This is an optimization exercise on Yosys and OpenROAD, whose aim is small area and few clock cycles, not a production implementation. Only simulation tests tie the RTL to the original design; equivalence was not proved.

<file path="flow/design.v">
package iqfir_pkg;
  localparam int TAP_COUNT  = 5;
  localparam int HELD_COUNT = TAP_COUNT - 1;
  localparam int TAG_W      = 31;
  localparam int SAMPLE_W   = 16;
  localparam int WEIGHT_W   = 8;
  localparam int PROD_W     = SAMPLE_W + WEIGHT_W;
  localparam int SUM_W      = 26;
  localparam int QUOT_W     = 16;
  localparam int CFG_IDX_W  = 3;
  localparam int RECIP_SHIFT = 29;
  localparam int RECIP_W     = 26;
  localparam logic [RECIP_W-1:0] RECIP_MULT = 26'd59652324;
  localparam int MULT_W      = SUM_W + RECIP_W;
  localparam int IN_TDATA_W  = 64;
  localparam int OUT_TDATA_W = 152;
  typedef logic signed [WEIGHT_W-1:0] weight_t;
  typedef logic [TAP_COUNT*WEIGHT_W-1:0] taps_t;   
  typedef logic signed [SAMPLE_W-1:0] sample_t;
  localparam taps_t TAP_RESET = {8'd1, 8'd2, 8'd3, 8'd2, 8'd1};
  typedef struct packed {
    logic signed [SUM_W-1:0]  sum;
    logic signed [QUOT_W-1:0] quot;
  } lane_res_t;
  typedef struct packed {
    logic [TAG_W-1:0] tag;
    sample_t          raw_i;
    sample_t          raw_q;
    logic             fvalid;
  } side_t;
endpackage
module iqfir_lane (
  input  logic                clk,
  input  logic                rst,
  input  logic                en,
  input  logic                shift,
  input  iqfir_pkg::sample_t  sample,
  input  iqfir_pkg::taps_t    taps,
  output iqfir_pkg::lane_res_t res
);
  logic signed [iqfir_pkg::SAMPLE_W-1:0] hist [iqfir_pkg::HELD_COUNT];
  logic signed [iqfir_pkg::WEIGHT_W-1:0] w [iqfir_pkg::TAP_COUNT];
  logic signed [iqfir_pkg::PROD_W-1:0] prod [iqfir_pkg::TAP_COUNT];
  logic signed [iqfir_pkg::SUM_W-1:0]  sum_s;
  logic signed [iqfir_pkg::SUM_W-1:0]  sum_next;
  logic signed [iqfir_pkg::SUM_W-1:0]  sum_a;
  logic        [iqfir_pkg::SUM_W-1:0]  mag_a;
  logic                                neg_a;
  logic signed [iqfir_pkg::SUM_W-1:0]  sum_m;
  logic        [iqfir_pkg::MULT_W-1:0] mult_m;
  logic                                neg_m;
  logic        [iqfir_pkg::QUOT_W-1:0] quot_mag;
  always_ff @(posedge clk) begin
    if (rst) begin
      for (int k = 0; k < iqfir_pkg::HELD_COUNT; k++) hist[k] <= '0;
    end else if (shift) begin
      hist[0] <= sample;
      for (int k = 1; k < iqfir_pkg::HELD_COUNT; k++) hist[k] <= hist[k-1];
    end
  end
  always_comb begin
    for (int k = 0; k < iqfir_pkg::TAP_COUNT; k++)
      w[k] = $signed(taps[k*iqfir_pkg::WEIGHT_W +: iqfir_pkg::WEIGHT_W]);
  end
  always_ff @(posedge clk) begin
    if (en) begin
      prod[0] <= iqfir_pkg::PROD_W'(sample * w[0]);
      for (int k = 1; k < iqfir_pkg::TAP_COUNT; k++)
        prod[k] <= iqfir_pkg::PROD_W'(hist[k-1] * w[k]);
    end
  end
  always_comb begin
    sum_next = '0;
    for (int k = 0; k < iqfir_pkg::TAP_COUNT; k++)
      sum_next = sum_next + iqfir_pkg::SUM_W'(prod[k]);
  end
  always_ff @(posedge clk) begin
    if (en) begin
      sum_s  <= sum_next;
      sum_a  <= sum_s;
      neg_a  <= sum_s[iqfir_pkg::SUM_W-1];
      mag_a  <= sum_s[iqfir_pkg::SUM_W-1] ? iqfir_pkg::SUM_W'(-sum_s)
                                          : iqfir_pkg::SUM_W'(sum_s);
      sum_m  <= sum_a;
      neg_m  <= neg_a;
      mult_m <= iqfir_pkg::MULT_W'(mag_a) * iqfir_pkg::MULT_W'(iqfir_pkg::RECIP_MULT);
    end
  end
  assign quot_mag = mult_m[iqfir_pkg::RECIP_SHIFT +: iqfir_pkg::QUOT_W];
  assign res.sum  = sum_m;
  assign res.quot = neg_m ? iqfir_pkg::QUOT_W'(-quot_mag) : quot_mag;
endmodule
module iqfir_slicer (
  input  logic                 clk,
  input  logic                 load,
  input  iqfir_pkg::lane_res_t res_i,
  input  iqfir_pkg::lane_res_t res_q,
  input  iqfir_pkg::side_t     side,
  output iqfir_pkg::side_t     side_out,
  output logic signed [iqfir_pkg::SUM_W-1:0]  sum_i,
  output logic signed [iqfir_pkg::SUM_W-1:0]  sum_q,
  output logic signed [iqfir_pkg::QUOT_W-1:0] filtered_i,
  output logic signed [iqfir_pkg::QUOT_W-1:0] filtered_q,
  output logic                 symbol_msb,
  output logic                 symbol_lsb
);
  always_ff @(posedge clk) begin
    if (load) begin
      side_out <= side;
      sum_i    <= res_i.sum;
      sum_q    <= res_q.sum;
      if (side.fvalid) begin
        filtered_i <= res_i.quot;
        filtered_q <= res_q.quot;
        symbol_msb <= res_q.quot[iqfir_pkg::QUOT_W-1];
        symbol_lsb <= res_i.quot[iqfir_pkg::QUOT_W-1];
      end else begin
        filtered_i <= '0;
        filtered_q <= '0;
        symbol_msb <= 1'b0;
        symbol_lsb <= 1'b0;
      end
    end
  end
endmodule
module iq_fir_qpsk_slicer (
  input  logic                                 clk,
  input  logic                                 rst,
  input  logic                                 s_tvalid,
  output logic                                 s_tready,
  input  logic [iqfir_pkg::IN_TDATA_W-1:0]     s_tdata,
  output logic                                 m_tvalid,
  input  logic                                 m_tready,
  output logic [iqfir_pkg::OUT_TDATA_W-1:0]    m_tdata,
  output logic                                 m_tuser,
  input  logic                                 cfg_valid,
  output logic                                 cfg_ready,
  input  logic [iqfir_pkg::CFG_IDX_W-1:0]      cfg_index,
  input  logic [iqfir_pkg::WEIGHT_W-1:0]       cfg_data
);
  localparam int DEPTH = 4;
  iqfir_pkg::taps_t     taps;
  logic [2:0]           fill_count;
  logic                 en;
  logic                 accept;
  logic [DEPTH-1:0]     stage_valid;
  iqfir_pkg::side_t     side_p0, side_p1, side_p2, side_p3;
  iqfir_pkg::side_t     side_in;
  iqfir_pkg::side_t     side_out;
  iqfir_pkg::lane_res_t res_i;
  iqfir_pkg::lane_res_t res_q;
  iqfir_pkg::sample_t   in_i;
  iqfir_pkg::sample_t   in_q;
  logic signed [iqfir_pkg::SUM_W-1:0]  sum_i;
  logic signed [iqfir_pkg::SUM_W-1:0]  sum_q;
  logic signed [iqfir_pkg::QUOT_W-1:0] filtered_i;
  logic signed [iqfir_pkg::QUOT_W-1:0] filtered_q;
  logic                 symbol_msb;
  logic                 symbol_lsb;
  assign in_i     = s_tdata[iqfir_pkg::TAG_W +: iqfir_pkg::SAMPLE_W];
  assign in_q     = s_tdata[iqfir_pkg::TAG_W + iqfir_pkg::SAMPLE_W +: iqfir_pkg::SAMPLE_W];
  assign side_in  = {s_tdata[iqfir_pkg::TAG_W-1:0], in_i, in_q,
                     fill_count >= 3'(iqfir_pkg::HELD_COUNT)};
  assign en        = !m_tvalid || m_tready;
  assign s_tready  = en;
  assign accept    = s_tvalid && en;
  assign cfg_ready = 1'b1;
  always_ff @(posedge clk) begin
    if (rst) begin
      taps <= iqfir_pkg::TAP_RESET;
    end else if (cfg_valid && cfg_index < iqfir_pkg::CFG_IDX_W'(iqfir_pkg::TAP_COUNT)) begin
      taps[cfg_index*iqfir_pkg::WEIGHT_W +: iqfir_pkg::WEIGHT_W] <= cfg_data;
    end
  end
  always_ff @(posedge clk) begin
    if (rst) begin
      fill_count <= '0;
    end else if (accept && fill_count < 3'(iqfir_pkg::HELD_COUNT)) begin
      fill_count <= fill_count + 3'd1;
    end
  end
  always_ff @(posedge clk) begin
    if (rst) begin
      stage_valid <= '0;
      m_tvalid    <= 1'b0;
    end else if (en) begin
      stage_valid <= {stage_valid[DEPTH-2:0], accept};
      m_tvalid    <= stage_valid[DEPTH-1];
    end
  end
  always_ff @(posedge clk) begin
    if (en) begin
      side_p0 <= side_in;
      side_p1 <= side_p0;
      side_p2 <= side_p1;
      side_p3 <= side_p2;
    end
  end
  iqfir_lane u_lane_i (
    .clk    (clk),
    .rst    (rst),
    .en     (en),
    .shift  (accept),
    .sample (in_i),
    .taps   (taps),
    .res    (res_i)
  );
  iqfir_lane u_lane_q (
    .clk    (clk),
    .rst    (rst),
    .en     (en),
    .shift  (accept),
    .sample (in_q),
    .taps   (taps),
    .res    (res_q)
  );
  iqfir_slicer u_slicer (
    .clk        (clk),
    .load       (en && stage_valid[DEPTH-1]),
    .res_i      (res_i),
    .res_q      (res_q),
    .side       (side_p3),
    .side_out   (side_out),
    .sum_i      (sum_i),
    .sum_q      (sum_q),
    .filtered_i (filtered_i),
    .filtered_q (filtered_q),
    .symbol_msb (symbol_msb),
    .symbol_lsb (symbol_lsb)
  );
  assign m_tdata = {3'b000, symbol_lsb, symbol_msb, filtered_q, filtered_i,
                    sum_q, sum_i, side_out.raw_q, side_out.raw_i, side_out.tag};
  assign m_tuser = side_out.fvalid;
endmodule
</file>
<file path="flow/run.sh">
#!/bin/bash
# synth_recipe.tcl (not shown) runs the flow's synth.tcl, then flattens the netlist and writes it again
# the make line also repeats each setting of config.mk as NAME=value (left out here)
make -C /OpenROAD-flow-scripts/flow DESIGN_CONFIG=/design/flow/config.mk WORK_HOME=/design/flow/orfs CLKGATE_MAP_FILE= SYNTH_SCRIPT=/design/flow/synth_recipe.tcl finish
</file>
<file path="flow/config.mk">
export PLATFORM = sky130hd
export DESIGN_NAME = iq_fir_qpsk_slicer
export DESIGN_NICKNAME = iq_fir_qpsk_slicer
export VERILOG_FILES = /design/flow/design.v
export SDC_FILE = /design/flow/constraint.sdc
export NUM_CORES = 4
export LEC_CHECK = 0
export CAP_MARGIN = 20
export CORE_MARGIN = 2
export CORE_UTILIZATION = 40
export SLEW_MARGIN = 20
</file>
<file path="flow/constraint.sdc">
create_clock -name core_clock -period 7.5 [get_ports {clk}]
set_input_delay 1.5000 -clock core_clock [delete_from_list [all_inputs] [get_ports {clk}]]
set_output_delay 1.5000 -clock core_clock [all_outputs]
set_load 0.01 [all_outputs]
</file>
==> notes.md <==
[repair_timing]
| action | 4_1_cts | 5_1_grt |
|---|---|---|
| resized for setup | 0 | 2 |
| setup buffers | 0 | 2 |
| setup endpoints to repair | 0 | 4 |
[sequential cells by signal, indices dropped and copies added (netlist names), 26 cells and up]
name	cells
side_p0	64
side_p1	64
side_p2	64
side_p3	64
taps	40
u_lane_i.hist	64
u_lane_i.mag_a	26
u_lane_i.prod	120
u_lane_i.sum_s	26
u_lane_q.hist	64
u_lane_q.mag_a	26
u_lane_q.prod	120
u_lane_q.sum_s	26
u_slicer.side_out	64
u_slicer.sum_i	26
u_slicer.sum_q	26
[final cells by class]
type                            instances  share of cell area
Timing Repair Buffer                  330              0.0289
Clock inverter                         71             0.00608
Tap cell                             3220              0.0371
Multi-Input combinational cell       5766               0.559
Clock buffer                          149              0.0286
Inverter                             1831              0.0634
Sequential cell                      1058               0.276
[worst max-delay path, delay by kind of cell (launching register included)]
kind                     cells  cell delay (ns)
adder cells (fa/ha/maj)      8             3.51
AO/OA/AOI/OAI               10             2.33
XOR/XNOR                     1             0.12
buffers and inverters        6             0.35
flip-flops                   1             0.55
[Yosys cell counts (11+ instances only)]
master / count
nand4_1: 17
nor3_1: 73
a21o_1: 80
buf_4: 65
and3_1: 29
xnor2_1: 309
o41ai_1: 20
nor2_1: 212
nand2b_1: 174
o21bai_1: 18
or3_1: 23
clkbuf_1: 212
edfxtp_1: 882
inv_1: 1831
xor2_1: 72
a211oi_1: 11
and2_1: 793
o21ai_0: 138
a21boi_0: 26
a22oi_1: 32
dfxtp_1: 176
ha_1: 881
nor2b_1: 39
nand2_1: 761
fa_1: 1501
a21oi_1: 311
o31ai_1: 29
o21a_1: 36
or2_2: 13
nand3_1: 42
[metal layers]
layer	share of wire	GRT usage
met5	0.00032	0
met4	0.032	0.0536
met1	0.44	0.242
met2	0.49	0.312
met3	0.040	0.0240
[worst paths after layout]
| check | cells past startpoint | slack (ns) | endpoint |
|---|---|---|---|
| setup / recovery | 25 | 0.37 | u_lane_q.mult_m[44] |
| hold / removal | 0 | 0.40 | side_p2[24] |
| setup reg to reg | 25 | 0.37 | u_lane_q.mult_m[44] |
| hold reg to reg | 0 | 0.40 | side_p2[24] |
[kinds of logic after synthesis]
| family | count (synthesis) | synth area share |
|---|---|---|
| XOR/XNOR | 381 | 0.0337 |
| buffers and inverters | 2117 | 0.0829 |
| other | 2 | 0.0000760 |
| AND/OR/NAND/NOR | 2208 | 0.114 |
| multiplexers | 3 | 0.000304 |
| adder cells (fa/ha/maj) | 2382 | 0.415 |
| AO/OA/AOI/OAI | 788 | 0.0500 |
| flip-flops | 1058 | 0.303 |
[stage by stage]
stage / TNS [ns] / setup WS, ns / std cells
floorplan: -5980.63 / -7.03 / 8941
global placement: 0 / 0.180 / 12203
detailed placement: 0 / 0.160 / 12203
CTS: 0 / 0.206 / 12423
global route: 0 / 0.0265 / 12425
finish: 0 / 0.373 / 12425
==> notes.md <==
For this run, the top clock speed supported by timing is 140 MHz. The number of buffers added by the clock tree synthesis step came out at 116. The routed wire length is 224000 um. The mean number of vias per cell came out at 4.89. The critical path is of the flip-flop to flip-flop type. In the layout the commonest cells are 1830 x inv_1, 1501 x fa_1, 882 x edfxtp_1. Summing all multi-input logic gate instances after layout gives 60700 um^2. The number of synthesized flops with an enable pin came out at 882. The global placer's final weighted congestion came out at 0.888. The final clock skew is 0.0440 ns. The total number of clock tree sinks is 1058. The run finished with no timing, DRC or antenna violations. The detailed-route DRC error count came out at 0. The register cell area after layout is 30000 um^2. The fraction of synthesized cell area taken by the top area cell type came out at 0.304.

The floorplan has 182 rows. In this run the number of H-tree levels came out at 3.

TritonCTS built the clock tree. In this run the clock root is driven by a clkbuf_16. The initial utilization of the core area, before any placement, comes to 0.402. Entering global routing, the biggest net connects 172 pins. The number of global-route vias before repair is 65089. In this run the most critical hold path is launched from side_p1[24]. The number of unique standard cell types used by synthesis came out at 72. The clock latency reported for the late side of the worst-skew pair came out at 0.80 ns.

The clock transition at the registers of the reported paths came out at 0.06 ns. Of all flip-flops after synthesis, the portion carrying an async set or reset was 0. The die extent in x is 501 um. The mean cell area of the mapped netlist came out at 11.1 um^2. The detailed-route via count came out at 60779.

The worst hold-check slack is 0.397 ns. The average wire per standard cell came out at 18.0 um.

The nature of the critical path endpoint is a flip-flop. The cts-stage hold buffer count is 0. At the end of the flow the core is filled with cells to 0.441. The total of warnings raised by yosys is 6. The die height is 501 um.

The source of the critical timing path is u_lane_q.mag_a[18]. The worst setup path is launched from a flip-flop. The number of antenna violations at the first check in global routing came out at 16.

The dominant cell type by area after synthesis is fa_1. For this block, the initial DRC count from the detailed router was 3436. The critical-path maximum fanout came out at 4. The area after detailed placement is 105000 um^2. The tightest min-delay check is of the flip-flop to flip-flop type. Sorting the synthesized cells by area gives the leading types as fa_1 30%, edfxtp_1 27%, ha_1 11%. At the worst endpoint, the required time is 8.05 ns.

The most used flip-flop cell after synthesis is edfxtp_1. Pin placement for this block handled 236 I/O pins. The clock passes through at most 3 buffers. In the global route stage, overall resource usage came out at 0.183. The number of buffers inserted by port buffering came out at 230. The number of hold-slack violations in the final timing report is 0. In this run the critical register-to-register path is launched from u_lane_q.mag_a[18]. The final layout net count came out at 11565.

The number of fillers in the final layout is 23038. The slowest stage of the critical path is the edfxtp_1 cell. The final instance area is 109000 um^2.

The pre-antenna-repair detailed-routing pass consisted of 6 iterations. Setup violations remaining at the end of the flow were counted as 0. The post-route antenna net violation count came out at 0. The fraction of final layout cells with drive strength greater than 1 is 0.0337. The HPWL reported at the end of detailed placement is 181000 um. Headroom to the max-slew limit came out at 0.325.

The sequential fraction of the synthesis area is 0.303. In this run, synthesis produced a sequential element count of 1058. The max-slew violation count came out at 0. The final global-route overflow total is 0.

The slew at the pin with the worst max-slew slack is 1.01 ns. The mapped cell area is 98900 um^2. The first global-routing pass estimated 360000 um of wire.

The maximum cell stage delay along the critical path is 0.55 ns. The total of max-cap violations came out at 0. Setup repair after global routing left no endpoint under its margin. The area of the die is 251000 um^2. After floorplanning, the core was sized to cover 246000 um^2. Data on the critical path arrives at its endpoint at 7.67 ns. The final critical delay including setup and external delays is 7.13 ns. The period utilization is 0.950. The leading cell type in the layout, fill and taps excluded is inv_1. Counting every instance in the synthesized netlist gives 8939. From synthesis to final layout, the design area changed by 9.76%. The number of diodes added for antenna fixing is 0.
Testbench counts, summed over its fixed seeds: cycles 16,424.

what the ideal ports hide:
The results above use ideal ports. As a check the final layout listed here was re-extracted and re-timed, cells and wires unchanged. Step 1: set_driving_cell puts a clkbuf_16 on clk and a buf_2 on each other input, an assumption about the parent block. Step 2 moves the port delays by t, midway between the first and last clock arrival at a register: inputs arrive t later, outputs are due t later. That takes back most of the time a late clock gives input paths. a / b / c = ideal ports / drivers / drivers and shift; a / b = the first two.
t, ns: 0.867
slack for setup (ns): 0.373 / 0.373 / 0.101
clock arrival spread, ns: 0.049 / 0.049
After both steps this run still meets setup and hold. The setup slack of this run moves by 0.000 ns with the drivers and by -0.272 ns with both steps.
